Context: an optimization exercise on an open-source flow, tuned for small area. The choices shown serve that exercise and are no tape-out recipe. Where RTL was checked, it was by simulation tests only, not by an equivalence proof against the original. No activity file was given, so power comes from the tool's default toggle rates.

== v17 ==
==> flow/design.v <==
package frame_ctrl_pkg;
    typedef logic [32-1:0] addr_t;
    typedef logic [7:0] byte_t;
    typedef logic [8*9-1:0] fm_word_t;
    typedef logic [8-1:0] buf_addr_t;
    typedef logic [7:0] frm_idx_t;
    typedef struct packed {
        logic [7:0] rsvd;
        addr_t saddr;
        logic [7:0] tag;
        logic dm_type;  
        logic [23-1:0] btt;
    } dm_cmd_t;
    typedef struct packed {
        logic en;
        buf_addr_t addr;
        fm_word_t data;
    } fm_wr_t;
    typedef enum logic [2:0] {IDLE, LOAD, CORE, SAVE, FINISH} seq_state_e;
    typedef enum logic [1:0] {STOP, CMD, XFER} eng_state_e;
endpackage
`timescale 1ns/1ps
module frame_ctrl_top (
    input  logic                                              clk,
    input  logic                                              rst_n,
    input  logic                                              start,
    input  frame_ctrl_pkg::frm_idx_t                          frm_index,
    input  frame_ctrl_pkg::addr_t                             dma_addr,
    output logic                                              mm2s_cmd_valid,
    input  logic                                              mm2s_cmd_ready,
    output logic [71:0]                                       mm2s_cmd,
    input  logic                                              s_tvalid,
    output logic                                              s_tready,
    input  frame_ctrl_pkg::byte_t                             s_tdata,
    input  logic                                              s_tlast,
    output logic                                              s2mm_cmd_valid,
    input  logic                                              s2mm_cmd_ready,
    output logic [71:0]                                       s2mm_cmd,
    output logic                                              m_tvalid,
    input  logic                                              m_tready,
    output frame_ctrl_pkg::byte_t                             m_tdata,
    output logic                                              m_tkeep,
    output logic                                              m_tlast,
    output logic                                              core_valid,
    input  logic                                              core_finish,
    output logic [3*(8+8*9+1)-1:0] fm_wr,
    output logic [4*8-1:0]                 fm_rd_addr,
    input  logic [4*8*9-1:0]           fm_dout,
    output logic                                              irq
);
    localparam logic [3:0] S_IDLE  = 4'd0;
    localparam logic [3:0] S_GO    = 4'd1;   
    localparam logic [3:0] S_LCMD  = 4'd2;
    localparam logic [3:0] S_LXFER = 4'd3;
    localparam logic [3:0] S_CV    = 4'd4;   
    localparam logic [3:0] S_CW    = 4'd5;
    localparam logic [3:0] S_SGO   = 4'd6;
    localparam logic [3:0] S_SCMD  = 4'd7;
    localparam logic [3:0] S_SXFER = 4'd8;
    localparam logic [3:0] S_SDONE = 4'd9;
    localparam logic [3:0] S_FIN   = 4'd10;  
    logic [3:0] st, st_nx;
    logic lx, sx, beat;
    logic [8:0] bv;
    logic [4:0] w;
    logic       bz;
    logic [31:0] da;
    logic [7:0]  fi;
    logic [15:0] ahi;
    logic [7:0] sl [0:2][0:7];
    assign lx = (st == S_LXFER);
    assign sx = (st == S_SXFER);
    assign bz = (bv == 9'd0);
    assign mm2s_cmd_valid = (st == S_LCMD);
    assign s_tready       = lx;
    assign core_valid     = (st == S_CV);
    assign s2mm_cmd_valid = (st == S_SCMD);
    assign irq            = (st == S_FIN);
    assign m_tvalid       = sx && !bz;
    assign beat = s_tvalid && lx;
    always_comb begin
        st_nx = st;
        case (st)
            S_IDLE:  if (start) st_nx = S_GO;
            S_GO:    st_nx = S_LCMD;
            S_LCMD:  if (mm2s_cmd_ready) st_nx = S_LXFER;
            S_LXFER: if (s_tvalid && s_tlast) st_nx = S_CV;
            S_CV,
            S_CW:    st_nx = core_finish ? S_SGO : S_CW;
            S_SGO:   st_nx = S_SCMD;
            S_SCMD:  if (s2mm_cmd_ready) st_nx = S_SXFER;
            S_SXFER: if (m_tvalid && m_tready && m_tlast) st_nx = S_SDONE;
            S_SDONE: st_nx = S_FIN;
            default: st_nx = S_IDLE;
        endcase
    end
    always_ff @(posedge clk or negedge rst_n) begin
        if (!rst_n) st <= S_IDLE;
        else        st <= st_nx;
    end
    always_ff @(posedge clk) begin
        if (st == S_GO) da <= dma_addr;
    end
    always_ff @(posedge clk) begin
        if (st == S_GO)      fi <= frm_index;
        else if (st == S_CV) fi <= 8'(17);
    end
    logic [11:0] lo_sum;
    logic [4:0]  hi_inc;
    always_comb begin
        lo_sum = {1'b0, da[26:16]} + {2'd0, fi, 2'b00} + {3'd0, fi, 1'b0};
        hi_inc = da[31:27] + 1'b1;
        ahi = {lo_sum[11] ? hi_inc : da[31:27], lo_sum[10:0]};
    end
    assign mm2s_cmd = {8'h00, ahi, da[15:0], 8'h00, 1'b0, 23'(100)};
    assign s2mm_cmd = {8'h00, ahi, da[15:0], 8'h00, 1'b0, 23'(288)};
    always_ff @(posedge clk or negedge rst_n) begin
        if (!rst_n) begin
            bv <= '0;
            w  <= '0;
        end else if (lx) begin
            if (s_tvalid) begin
                if (s_tlast) begin
                    bv <= '0;
                    w  <= '0;
                end else if (w[2:1] == 2'd2) begin
                    w[2:1] <= 2'd0;
                    bv     <= bz ? 9'd1 : (bv[7] ? 9'd0 : {bv[7:0], 1'b0});
                    if (bv[7]) w[4:3] <= w[4:3] + 1'b1;
                end else begin
                    w[2:1] <= w[2:1] + 1'b1;
                end
            end
        end else if (bz) begin
            if (sx) bv <= 9'd1;
        end else if (m_tready) begin
            bv <= {bv[7:0], 1'b0};
            if (bv[8]) w <= w + 1'b1;
        end
    end
    logic [3:0] lcol;    
    logic [8:0] lslot;   
    always_comb begin
        for (int j = 0; j < 3; j++) lcol[j] = (w[2:1] == 2'(j));
        lcol[3] = 1'b0;
        lslot = {bv[7:0], bz};
    end
    for (genvar j = 0; j < 3; j++) begin : g_col
        for (genvar i = 0; i < 8; i++) begin : g_slot
            if (i < 6) begin : g_plain
                always_ff @(posedge clk) begin
                    if (beat && lcol[j] && lslot[i]) sl[j][i] <= s_tdata;
                end
            end else begin : g_clr
                always_ff @(posedge clk) begin
                    if (beat && lcol[j] && (lslot[i] || lslot[8]))
                        sl[j][i] <= lslot[8] ? 8'h00 : s_tdata;
                end
            end
        end
    end
    logic [7:0] low_byte, p6_0;
    assign low_byte = s_tlast ? 8'h00 : s_tdata;
    assign p6_0     = sl[0][6] | (s_tlast ? s_tdata : 8'h00);
    assign fm_wr[80]      = beat && ((lcol[0] && lslot[8]) || s_tlast);
    assign fm_wr[79:72]   = {6'd0, w[4:3]};
    assign fm_wr[71:0]    = {sl[0][0], sl[0][1], sl[0][2], sl[0][3], sl[0][4], sl[0][5],
                             p6_0, sl[0][7], low_byte};
    assign fm_wr[161]     = beat && ((lcol[1] && lslot[8]) || s_tlast);
    assign fm_wr[160:153] = {6'd0, w[4:3]};
    assign fm_wr[152:81]  = {sl[1][0], sl[1][1], sl[1][2], sl[1][3], sl[1][4], sl[1][5],
                             sl[1][6], sl[1][7], low_byte};
    assign fm_wr[242]     = beat && ((lcol[2] && lslot[8]) || s_tlast);
    assign fm_wr[241:234] = {6'd0, w[4:3]};
    assign fm_wr[233:162] = {sl[2][0], sl[2][1], sl[2][2], sl[2][3], sl[2][4], sl[2][5],
                             sl[2][6], sl[2][7], low_byte};
    assign m_tlast = bv[8] && (w == 5'd31);
    assign m_tkeep = 1'b1;
    logic [3:0] scol;
    logic [7:0] cbyte [0:3];
    always_comb begin
        for (int c = 0; c < 4; c++) scol[c] = (w[2:1] == 2'(c));
        for (int c = 0; c < 4; c++) begin
            cbyte[c] = '0;
            for (int i = 0; i < 9; i++)
                cbyte[c] = cbyte[c] | ({8{bv[i]}} & fm_dout[72*c + 8*(8-i) +: 8]);
        end
        m_tdata = cbyte[w[2:1]];
    end
    assign fm_rd_addr = {4{5'd0, w[4:3], w[0]}};
endmodule
clock: 6.0 ns
lec_check: 0
cap_margin: 20
core_area: 2 2 298 238
die_area: 0 0 300 240
slew_margin: 20
standard.sh (not shown) runs the stock make flow with config.mk's settings and CLKGATE_MAP_FILE= SYNTH_SCRIPT=/design/flow/synth_recipe.tcl, a recipe that flattens the netlist after the stock synthesis.
==> flow/flow/run.sh <==
#!/bin/bash
# The standard layout (standard.sh: ORFS synthesis to finish) with these
# layout choices changed:
#  - ABC maps the combinational logic for area (flow/abc_area_map.script in
#    place of ORFS's abc_speed.script; registers are mapped as before)
#  - port buffers use the smallest buffer cell instead of ORFS's default pick
#  - the clock tree uses clkbuf_8 with clusters of at most 16 sinks and no
#    dummy loads
#  - tie cells are not duplicated per load
# standard.sh's own output goes to standard.log here; ORFS writes each tool's
# full log under orfs/logs/.
set -e
rm -rf scripts
cp -r "$FLOW_HOME/scripts" scripts
cp flow/abc_area_map.script scripts/abc_speed.script
export SCRIPTS_DIR="$PWD/scripts"
export BUFFER_PORTS_ARGS="-buffer_cell sky130_fd_sc_hd__buf_1"
export CTS_ARGS="-sink_clustering_enable -repair_clock_nets -dont_use_dummy_load -buf_list sky130_fd_sc_hd__clkbuf_8 -sink_clustering_size 16 -sink_clustering_max_diameter 50"
export SKIP_REPAIR_TIE_FANOUT=1
bash standard.sh > standard.log 2>&1
==> flow/flow/abc_area_map.script <==
strash
dch -f
amap
strash
dch -f
amap
topo
dnsize -c
## Diff of input files: v14 against v17
-- flow/design.v --
<<< v17, line 102
        if (st == S_GO) da <= dma_addr;
    end
    always_ff @(posedge clk) begin
        if (st == S_GO)      fi <= frm_index;
        else if (st == S_CV) fi <= 8'(17);
    end
    logic [11:0] lo_sum;
    logic [4:0]  hi_inc;
    always_comb begin
        lo_sum = {1'b0, da[26:16]} + {2'd0, fi, 2'b00} + {3'd0, fi, 1'b0};
        hi_inc = da[31:27] + 1'b1;
        ahi = {lo_sum[11] ? hi_inc : da[31:27], lo_sum[10:0]};
    end
    assign mm2s_cmd = {8'h00, ahi, da[15:0], 8'h00, 1'b0, 23'(100)};
>>> v14, line 102
        if (st == S_GO) da <= dma_addr;
    end
    assign fi = sl[0][0];
    logic [10:0] ax, ay, az, cs, cc;
    logic [11:0] rc;
    logic [4:0]  hi_inc;
    always_comb begin
        ax = da[26:16];
        ay = {1'b0, fi, 2'b00};
        az = {2'd0, fi, 1'b0};
        cs = ax ^ ay ^ az;
        cc = {(ax[9:0] & ay[9:0]) | (ax[9:0] & az[9:0]) | (ay[9:0] & az[9:0]), 1'b0};
        rc[0] = 1'b0;
        for (int i = 0; i < 11; i++) begin
            ahi[i]  = cs[i] ^ cc[i] ^ rc[i];
            rc[i+1] = (cs[i] & cc[i]) | (cs[i] & rc[i]) | (cc[i] & rc[i]);
        end
        hi_inc = da[31:27] + 1'b1;
        ahi[15:11] = rc[11] ? hi_inc : da[31:27];
    end
    assign mm2s_cmd = {8'h00, ahi, da[15:0], 8'h00, 1'b0, 23'(100)};
<<< v17, line 148
    for (genvar j = 0; j < 3; j++) begin : g_col
        for (genvar i = 0; i < 8; i++) begin : g_slot
            if (i < 6) begin : g_plain
                always_ff @(posedge clk) begin
                    if (beat && lcol[j] && lslot[i]) sl[j][i] <= s_tdata;
>>> v14, line 155
    for (genvar j = 0; j < 3; j++) begin : g_col
        for (genvar i = 0; i < 8; i++) begin : g_slot
            if (i == 0 && j == 0) begin : g_cfg
                always_ff @(posedge clk) begin
                    if (st == S_GO)                     sl[j][i] <= frm_index;
                    else if (st == S_CV)                sl[j][i] <= 8'(17);
                    else if (beat && lcol[j] && lslot[i]) sl[j][i] <= s_tdata;
                end
            end else if (i < 6) begin : g_plain
                always_ff @(posedge clk) begin
                    if (beat && lcol[j] && lslot[i]) sl[j][i] <= s_tdata;
==> run summary <==
Nothing crashed in v14 and all stages finished; the problem is that the final layout failed, the offending checks being setup timing.
v14 vs. v17: number of buffers outside the clock class in the layout flat; clock group total power down 3.9%.
Re final worst-path cycle share: v17 was lower than v14.
Detailed-routed wire length on met3, v14 and v17: lower on v14
Across both runs, final design area excluding fillers was lower for v14 than for v17.
Of the two values seen for cell with the largest stage delay on the worst path, o21ai_0 was produced by v17 and fa_1 by v14.
Summary of the comparison: final antenna diode count is lower in v14, relative to v17.
No functional check of the RTL was part of v14.

[static timing again, ports no longer ideal]
The results above use ideal ports. As a check the final layouts listed here were re-extracted and re-timed, cells and wires unchanged. Step 1: set_driving_cell puts a clkbuf_16 on clk and a buf_2 on each other input, an assumption about the parent block. Step 2, shift: input delay + t, output delay - t, t = (earliest + latest rising clock arrival at the registers) / 2. This alone moves slack from input paths to output paths. a / b / c = ideal / step 1 / step 2; a / b = the first two.
run | shift t [ns] | setup WS [ns] | worst hold slack (ns) | worst register clock-pin slew, ns
v17 | 0.629 | 0.975 / 0.920 / 1.526 | 0.578 / 0.575 / 0.645 | 0.10 / 0.10
v14 | 0.621 | -0.507 / -0.565 / 0.056 | 0.614 / 0.620 / 0.620 | 0.10 / 0.10
